This is an optimization exercise on Yosys and OpenROAD, whose aim is small area, a short achievable clock period and few clock cycles per item, not a production implementation.
Only simulation tests tie the RTL to the original design; equivalence was not proved.

## job 7547
// sm3_compress
module sm3_compress (
    input  logic         i_clk,
    input  logic         i_rst,
    input  logic         i_start,
    input  logic         i_first_block,
    input  logic         i_extend_valid,
    output logic [7:0]   o_rd_addr0,
    output logic [7:0]   o_rd_addr1,
    input  logic [31:0]  i_rd_data0,
    input  logic [31:0]  i_rd_data1,
    output logic         o_busy,
    output logic [255:0] o_hash,
    output logic         o_hash_valid
);
Size: ~5700 cells after synthesis, roughly 620 flip-flops, about 340 I/O pins, about 36000 sq um of cells after synthesis.
Settings: LEC_CHECK=0, ABC_AREA=1, CAP_MARGIN=10, CORE_MARGIN=2, CORE_UTILIZATION=50, CTS_BUF_LIST=sky130_fd_sc_hd__clkbuf_4 sky130_fd_sc_hd__clkbuf_8, PLACE_DENSITY=0.68, SETUP_SLACK_MARGIN=5, SLEW_MARGIN=10; clock period 10.0 ns.
standard.sh (not shown) runs the stock make flow with config.mk's settings and CLKGATE_MAP_FILE= SYNTH_SCRIPT=/design/flow/synth_recipe.tcl, a recipe that flattens the netlist after the stock synthesis.
==> flow/flow/run.sh <==
#!/bin/bash
# Own layout flow: the standard layout (standard.sh) with extra make variables.
#  - flow/synth_vars: VAR=value lines used for the synthesis step only
#  - flow/extra_vars: VAR=value lines used for every step
#  - flow/abc.script: if present, replaces ORFS's abc_area.script for synthesis (through a copy
#    of ORFS's scripts folder in the work folder; nothing else in it changes)
# Each make run's full output goes to its own log file in the work folder.
set -euo pipefail
here="$(cd "$(dirname "${BASH_SOURCE[0]}")" && pwd)"
work="$(cd "$here/.." && pwd)"
cd "$work"
readvars() {
  local f="$1"
  [[ -f "$f" ]] || return 0
  while IFS= read -r line; do
    [[ -z "$line" || "$line" == \#* ]] && continue
    printf '%s\0' "$line"
  done < "$f"
}
extra=(); synth=()
while IFS= read -r -d '' v; do extra+=("$v"); done < <(readvars "$here/extra_vars")
while IFS= read -r -d '' v; do synth+=("$v"); done < <(readvars "$here/synth_vars")
if [[ -f "$here/abc.script" ]]; then
  rm -rf "$work/scripts_abc"
  cp -r "$FLOW_HOME/scripts" "$work/scripts_abc"
  cp "$here/abc.script" "$work/scripts_abc/abc_area.script"
  synth+=("SCRIPTS_DIR=$work/scripts_abc")
fi
{
  echo "synthesis variables: ${synth[*]:-none}"
  echo "extra variables: ${extra[*]:-none}"
} | tee "$work/run_sh.log"
bash "$work/standard.sh" "${extra[@]}" "${synth[@]}" synth > "$work/make_synth.log" 2>&1
echo "synthesis done" | tee -a "$work/run_sh.log"
bash "$work/standard.sh" "${extra[@]}" finish > "$work/make_finish.log" 2>&1
echo "layout done" | tee -a "$work/run_sh.log"
==> flow/flow/extra_vars <==
SETUP_SLACK_MARGIN=5.5
BUFFER_PORTS_ARGS=-buffer_cell sky130_fd_sc_hd__buf_1
==> flow/flow/synth_vars <==
ADDER_MAP_FILE=
Testbench counts of job 7547, summed over its fixed seeds: cycles 24,968, blocks 384.
The inputs of job 2948 differ from those of job 7547 as listed below.
Settings: CORE_UTILIZATION now 45, was 50; PLACE_DENSITY no longer set, was 0.68.
--- a/flow/flow/extra_vars
+++ b/flow/flow/extra_vars
@@ -1 +1 @@
-SETUP_SLACK_MARGIN=5.5
+SETUP_SLACK_MARGIN=5.3
[summary]
Between job 2948 and job 7547, it is job 2948 whose area of the die is higher, by 11%. Cell area: job 2948 vs job 7547 down about 3.5%. Area added between synthesis and finish (job 2948 over job 7547): decrease, 4.3 points.
> inputs changed (job 2948 -> job 882)
Settings: CORE_UTILIZATION now 50, was 45; PLACE_DENSITY now 0.68, previously not set.
--- a/flow/flow/extra_vars
+++ b/flow/flow/extra_vars
@@ -1 +1 @@
-SETUP_SLACK_MARGIN=5.3
+SETUP_SLACK_MARGIN=4.9
Notes after the runs:
- Compared with job 2948, job 882 degrades fmax.
- Summary — first-pass GRT wire length, job 882 relative to job 2948: lower, by about 2%.
- Worst setup path endpoint: hash_q[115] -> job 2948, e_q[3] -> job 882
- Between job 882 and job 2948, the difference in proportion of cell area occupied by multi-input gates is negligible.
- Summary: with job 2948 as the reference, final cell count without fillers in job 882 moved down by a few percent.
- The area added between synthesis and finish in job 882 sits 5.4 points below the value recorded for job 2948.
- Going from job 2948 to job 882, ratio of final minimum period to clock period grows by 3.1 points.
- On initial standard-cell utilization of the core: between job 882 and job 2948, it ends up lower for job 2948.
- Via density per instance in job 882 is about 3% above job 2948.
- Worst-case setup slack after placement, job 882 and job 2948, higher one = job 882.
--- input diff job 882..job 8530 ---
--- a/flow/flow/extra_vars
+++ b/flow/flow/extra_vars
@@ -1 +1 @@
-SETUP_SLACK_MARGIN=4.9
+SETUP_SLACK_MARGIN=5.3
## What came out
Each of the runs, namely job 882 and job 8530, reached the end of the flow and came out clean. Job 8530 ended with more number of non-filler instances in the completed layout than job 882. In job 8530 relative to job 882, worst reg-to-reg path cell count had gone up by more than 10%. Sequential share of layout area: job 8530 vs job 882 down 0.83 points.
### job 8530 -> job 950
Settings: PLACE_DENSITY: 0.68 -> unset; SLEW_MARGIN: 10 -> 20; CAP_MARGIN: 10 -> 20; CORE_UTILIZATION: 50 -> 45; CTS_BUF_LIST: sky130_fd_sc_hd__clkbuf_4 sky130_fd_sc_hd__clkbuf_8 -> unset.
--- a/flow/flow/extra_vars
+++ b/flow/flow/extra_vars
@@ -1 +1 @@
-SETUP_SLACK_MARGIN=5.3
+SETUP_SLACK_MARGIN=5.5
==> results.txt <==
Core outline area was higher in the run labelled job 950.
Job 950 vs job 8530: area added between synthesis and finish up in job 950
[job 950 vs job 8530] critical path depth: higher in job 950
Taking job 8530 as the reference, in job 950 non-filler instance count after layout rose 178; worst setup slack after layout rose 130 ps; global-route wire length before repair increased about 2.4%; highest clock frequency the design can meet grew by 3.0%.
Changes in job 9347 relative to job 950:
Settings: changing CAP_MARGIN from 20 to 10; changing SLEW_MARGIN from 20 to 10; setting CTS_BUF_LIST to sky130_fd_sc_hd__clkbuf_4 sky130_fd_sc_hd__clkbuf_8 for the first time.
--- a/flow/flow/extra_vars
+++ b/flow/flow/extra_vars
@@ -1 +1 @@
-SETUP_SLACK_MARGIN=5.5
+SETUP_SLACK_MARGIN=5.1
Results
Relative to job 950, measured slew at the worst slew-check pin has decreased by 38 ps in job 9347. Going from job 950 to job 9347, total number of vias shows a reduction of 984; worst hold slack held. Compare job 9347 and job 950 | data arrival at the endpoint of the critical path lower: job 950. Taking job 950 as the reference, in job 9347 final wirelength now sits lower; sequential share of layout area +2.3 points; final instance count without filler cells lost 0.98%; final cycle utilization of the critical path went up by 1.8 points.

afterwards: timing with drivers on the ports:
Ports are ideal in the flow. The routed layouts listed here were re-timed in OpenROAD.
Step 1 (the two cells are an assumption about what drives the block):
set clk [get_ports {i_clk}]
set_driving_cell -lib_cell sky130_fd_sc_hd__clkbuf_16 $clk
set_driving_cell -lib_cell sky130_fd_sc_hd__buf_2 [delete_from_list [all_inputs] $clk]
Step 2 times the ports against the registers' clock, not the clock port: input delays grow and output delays shrink by t, the midpoint of the rising clock arrivals with the driver on.
a / b / c = no drivers / after step 1 / after step 2; a / b = the first two.
run	shift t [ns]	setup slack, ns	hold slack, ns	slew at the worst register clock pin (ns)	cell pins on the clock port's net
job 7547	0.807	5.544 / 5.544 / 5.037	0.443 / 0.443 / 0.443	0.07 / 0.07	1
job 2948	0.814	5.435 / 5.435 / 5.020	0.455 / 0.455 / 0.455	0.07 / 0.07	1
job 882	0.806	5.129 / 5.129 / 5.033	0.443 / 0.443 / 0.443	0.08 / 0.08	1
job 8530	0.802	5.414 / 5.414 / 5.033	0.446 / 0.446 / 0.446	0.08 / 0.08	1
job 950	0.713	5.549 / 5.549 / 4.953	0.452 / 0.452 / 0.452	0.07 / 0.07	1
job 9347	0.815	5.364 / 5.364 / 5.014	0.451 / 0.451 / 0.451	0.07 / 0.07	1
After both steps setup and hold are still met in every run listed. The setup slack of job 950, which loses most, moves by 0.000 ns with the drivers and by -0.596 ns with both steps.
